From an optimization exercise on the open Yosys and OpenROAD flow, aimed at small area, a short achievable clock period and few clock cycles; shortcuts taken in it are not production practice. Function was checked by simulation only, so behaviour that the tests miss may differ from the original. Power figures rest on the tool's default switching activity, not on a simulated workload.

==> inputs of trial 88 <==
==> flow/design.v <==
`timescale 1ns/1ps
module cpu_core (
    input  logic        clk,
    input  logic        rst,
    input  logic [15:0] instr_in,
    output logic [15:0] pc,
    output logic        dmem_req_valid,
    output logic        dmem_req_store,
    output logic [15:0] dmem_req_addr,
    output logic [15:0] dmem_req_wdata,
    input  logic        dmem_rsp_credit,
    input  logic [15:0] dmem_rsp_rdata
);
    logic [1:0]  cls;
    logic [2:0]  op, dst;
    logic [4:0]  low;
    logic [7:0]  s1, sb;       
    logic        ir_valid;
    logic        credit_q;
    logic        ld_pending;
    logic [2:0]  ld_dst;
    logic [15:0] regs [8];
    logic        clr;
    logic [2:0] f_rb;
    assign f_rb = (instr_in[15:14] == 2'b10) ? instr_in[10:8] : instr_in[4:2];
    logic [15:0] imm;
    assign imm = {{11{low[4]}}, low};
    logic is_alu, is_mem, is_jmp, is_ld;
    assign is_alu = ~cls[1];
    assign is_mem = cls[1] & ~cls[0] & (op[2:1] == 2'b00);
    assign is_ld  = is_mem & ~op[0];
    assign is_jmp = cls[1] & cls[0];
    logic use_s1, use_sb, use_dst;
    assign use_s1  = is_alu | is_mem | (is_jmp & ~op[2]);
    assign use_sb  = (cls == 2'b00) | is_mem | (is_jmp & ~op[2]);
    assign use_dst = is_alu | is_ld;
    logic [15:0] a, rbv;
    always_comb begin
        a   = '0;
        rbv = '0;
        for (int i = 0; i < 8; i++) begin
            a   = a   | (regs[i] & {16{s1[i]}});
            rbv = rbv | (regs[i] & {16{sb[i]}});
        end
    end
    logic [15:0] b;
    logic [2:0]  aop;
    logic        sub;
    logic [15:0] sum;
    logic [15:0] res;
    assign b   = cls == 2'b00 ? rbv : imm;
    assign aop = is_alu ? op : 3'd0;
    assign sub = (aop == 3'd1) | (aop == 3'd7);
    assign sum = a + (sub ? ~b : b) + {15'd0, sub};
    always_comb begin
        case (aop)
            3'd0, 3'd1: res = sum;
            3'd2: res = a & b;
            3'd3: res = a | b;
            3'd4: res = a ^ b;
            3'd5: res = a << b[3:0];
            3'd6: res = a >> b[3:0];
            default: res = {15'd0, (a[15] ^ b[15]) ? a[15] : sum[15]};
        endcase
    end
    logic cond, taken;
    always_comb begin
        case (op)
            3'd0: cond = 1'b1;
            3'd1: cond = (a == 16'd0);
            3'd2: cond = (a != 16'd0);
            3'd3: cond = a[15];
            default: cond = 1'b0;
        endcase
    end
    assign taken = ir_valid & is_jmp & cond;
    logic [7:0] ld_oh;
    always_comb begin
        ld_oh = '0;
        ld_oh[ld_dst] = 1'b1;
    end
    logic haz, avail, ld_wr, stall, issue, e_wr;
    assign haz   = ld_pending & ((use_s1 & |(s1 & ld_oh)) |
                                 (use_sb & |(sb & ld_oh)) |
                                 (use_dst & (dst == ld_dst)));
    assign avail = (credit_q & ~dmem_req_valid) | dmem_rsp_credit;
    assign ld_wr = ld_pending & dmem_rsp_credit;
    assign e_wr  = ir_valid & is_alu;
    assign stall = ir_valid & (haz | (is_mem & ~avail) | (is_alu & ld_wr));
    assign issue = ir_valid & is_mem & ~haz & avail;
    logic [7:0]  we;
    logic [2:0]  wa;
    logic [15:0] wd;
    logic        ld_sel, alu_sel;
    assign wa      = ld_wr ? ld_dst : dst;
    assign ld_sel  = ld_wr & ~clr;
    assign alu_sel = ~ld_wr & ~clr;
    assign wd      = ({16{ld_sel}} & dmem_rsp_rdata) | ({16{alu_sel}} & res);
    always_comb begin
        for (int i = 0; i < 8; i++)
            we[i] = clr | ((ld_wr | (e_wr & ~haz)) & (wa == 3'(i)));
    end
    always_ff @(posedge clk) begin
        for (int i = 0; i < 8; i++)
            if (we[i]) regs[i] <= wd;
    end
    always_ff @(posedge clk or posedge rst) begin
        if (rst) clr <= 1'b1;
        else     clr <= 1'b0;
    end
    always_ff @(posedge clk or posedge rst) begin
        if (rst) begin
            pc       <= '0;
            ir_valid <= 1'b0;
        end else if (!stall) begin
            pc       <= taken ? rbv : pc + 16'd1;
            ir_valid <= ~taken;
        end
    end
    always_ff @(posedge clk) begin
        if (!stall) begin
            cls <= instr_in[15:14];
            op  <= instr_in[13:11];
            dst <= instr_in[10:8];
            low <= instr_in[4:0];
            for (int i = 0; i < 8; i++) begin
                s1[i] <= (instr_in[7:5] == 3'(i));
                sb[i] <= (f_rb == 3'(i));
            end
        end
    end
    always_ff @(posedge clk or posedge rst) begin
        if (rst) begin
            dmem_req_valid <= 1'b0;
            credit_q       <= 1'b1;
            ld_pending     <= 1'b0;
        end else begin
            dmem_req_valid <= issue;
            credit_q       <= avail & ~issue;
            if (issue) ld_pending <= is_ld;
            else if (dmem_rsp_credit) ld_pending <= 1'b0;
        end
    end
    always_ff @(posedge clk) begin
        dmem_req_store <= op[0];
        dmem_req_addr  <= sum;
        dmem_req_wdata <= rbv;
        if (issue) ld_dst <= dst;
    end
endmodule
==> flow/flow/run.sh <==
#!/bin/bash
set -euo pipefail
MARGIN=${MARGIN:-6.1}
bash standard.sh \
  SETUP_SLACK_MARGIN=$MARGIN \
  "BUFFER_PORTS_ARGS=-buffer_cell sky130_fd_sc_hd__buf_1" \
  finish > flow_make.log 2>&1
==> flow/standard.sh <==
#!/bin/bash
# synth_recipe.tcl (not shown) runs the flow's synth.tcl, then flattens the netlist and writes it again
# the make line also repeats each setting of config.mk as NAME=value (left out here)
make -C /OpenROAD-flow-scripts/flow DESIGN_CONFIG=/design/flow/config.mk WORK_HOME=/design/flow/orfs CLKGATE_MAP_FILE= SYNTH_SCRIPT=/design/flow/synth_recipe.tcl "${@:-finish}"
==> flow/config.mk <==
export PLATFORM = sky130hd
export DESIGN_NAME = cpu_core
export DESIGN_NICKNAME = cpu_core
export VERILOG_FILES = /design/flow/design.v
export SDC_FILE = /design/flow/constraint.sdc
export NUM_CORES = 4
export LEC_CHECK = 0
export CAP_MARGIN = 20
export CORE_MARGIN = 2
export CORE_UTILIZATION = 60
export CTS_BUF_LIST = sky130_fd_sc_hd__clkbuf_4
export SLEW_MARGIN = 20
==> flow/constraint.sdc <==
create_clock -name core_clock -period 10.0 [get_ports {clk}]
set_input_delay 2.0000 -clock core_clock [delete_from_list [all_inputs] [get_ports {clk}]]
set_output_delay 2.0000 -clock core_clock [all_outputs]
set_load 0.01 [all_outputs]
==> build 78: changes against trial 88 <==
==> flow/flow/run.sh (replaced) <==
#!/bin/bash
# Standard layout (the standard flow's synthesis, constraints and steps) with these
# changes to how it is made:
#  - port buffers are buf_1 cells instead of the default choice;
#  - up to clock-tree synthesis, timing repair aims for a setup margin of
#    M1 ns, so the resizer improves the critical paths below the 10 ns clock;
#    it repairs the worst path only (TNS_END_PERCENT 0), since only the
#    worst slack counts;
set -euo pipefail
M1=6.3
M2=5.9
BUF="BUFFER_PORTS_ARGS=-buffer_cell sky130_fd_sc_hd__buf_1"
bash standard.sh SETUP_SLACK_MARGIN=$M1 TNS_END_PERCENT=0 "$BUF" cts > flow_make_1.log 2>&1
bash standard.sh SETUP_SLACK_MARGIN=$M2 TNS_END_PERCENT=0 "$BUF" finish > flow_make_2.log 2>&1
- CORE_UTILIZATION: 60 -> 50
- CTS_BUF_LIST: sky130_fd_sc_hd__clkbuf_4 -> sky130_fd_sc_hd__clkbuf_16
- CTS_CLUSTER_DIAMETER: default -> 120
- CTS_CLUSTER_SIZE: default -> 25
==> comparison <==
- Of trial 88 and build 78, trial 88 has the higher combinational power (gap about 9%, measured against build 78).
- In build 78 the power is smaller than in trial 88, by about 8%.
- Between trial 88 and build 78, the lower maximum frequency is in build 78 (gap 7.0%, measured against build 78).
- Area after synthesis is the same in trial 88 and build 78.
- In sequential power, trial 88 and build 78 hardly differ.
- Against trial 88, the register-to-register slack of build 78 is worse by 280 ps.
Testbench counts of trial 88, summed over its fixed seeds: cycles 43,778.
Testbench counts of build 78, summed over its fixed seeds: cycles 43,778.

static timing again, ports no longer ideal:
No port has a modelled driver above. Below, the same layouts with a new extraction and two added sets of constraints.
Step 1 sets driving cells, clkbuf_16 on the clock port and buf_2 on the other inputs (assumed; they add their load-dependent delay and slew).
Step 2 times the ports against the registers' clock, not the clock port: input delays grow and output delays shrink by t, the midpoint of the rising clock arrivals with the driver on.
Slacks: ideal / step 1 / step 2; pairs: ideal / step 1.
run | shift t [ns] | setup slack, ns | clock arrival spread, ns | slew at the worst register clock pin (ns)
trial 88 | 0.724 | 6.050 / 6.050 / 5.535 | 0.042 / 0.043 | 0.08 / 0.08
build 78 | 0.550 | 5.774 / 5.774 / 5.526 | 0.023 / 0.023 | 0.10 / 0.10
After both steps setup and hold are still met in every run listed. For trial 88, which loses most, drivers alone change the setup slack by 0.000 ns; drivers and shift together by -0.515 ns.
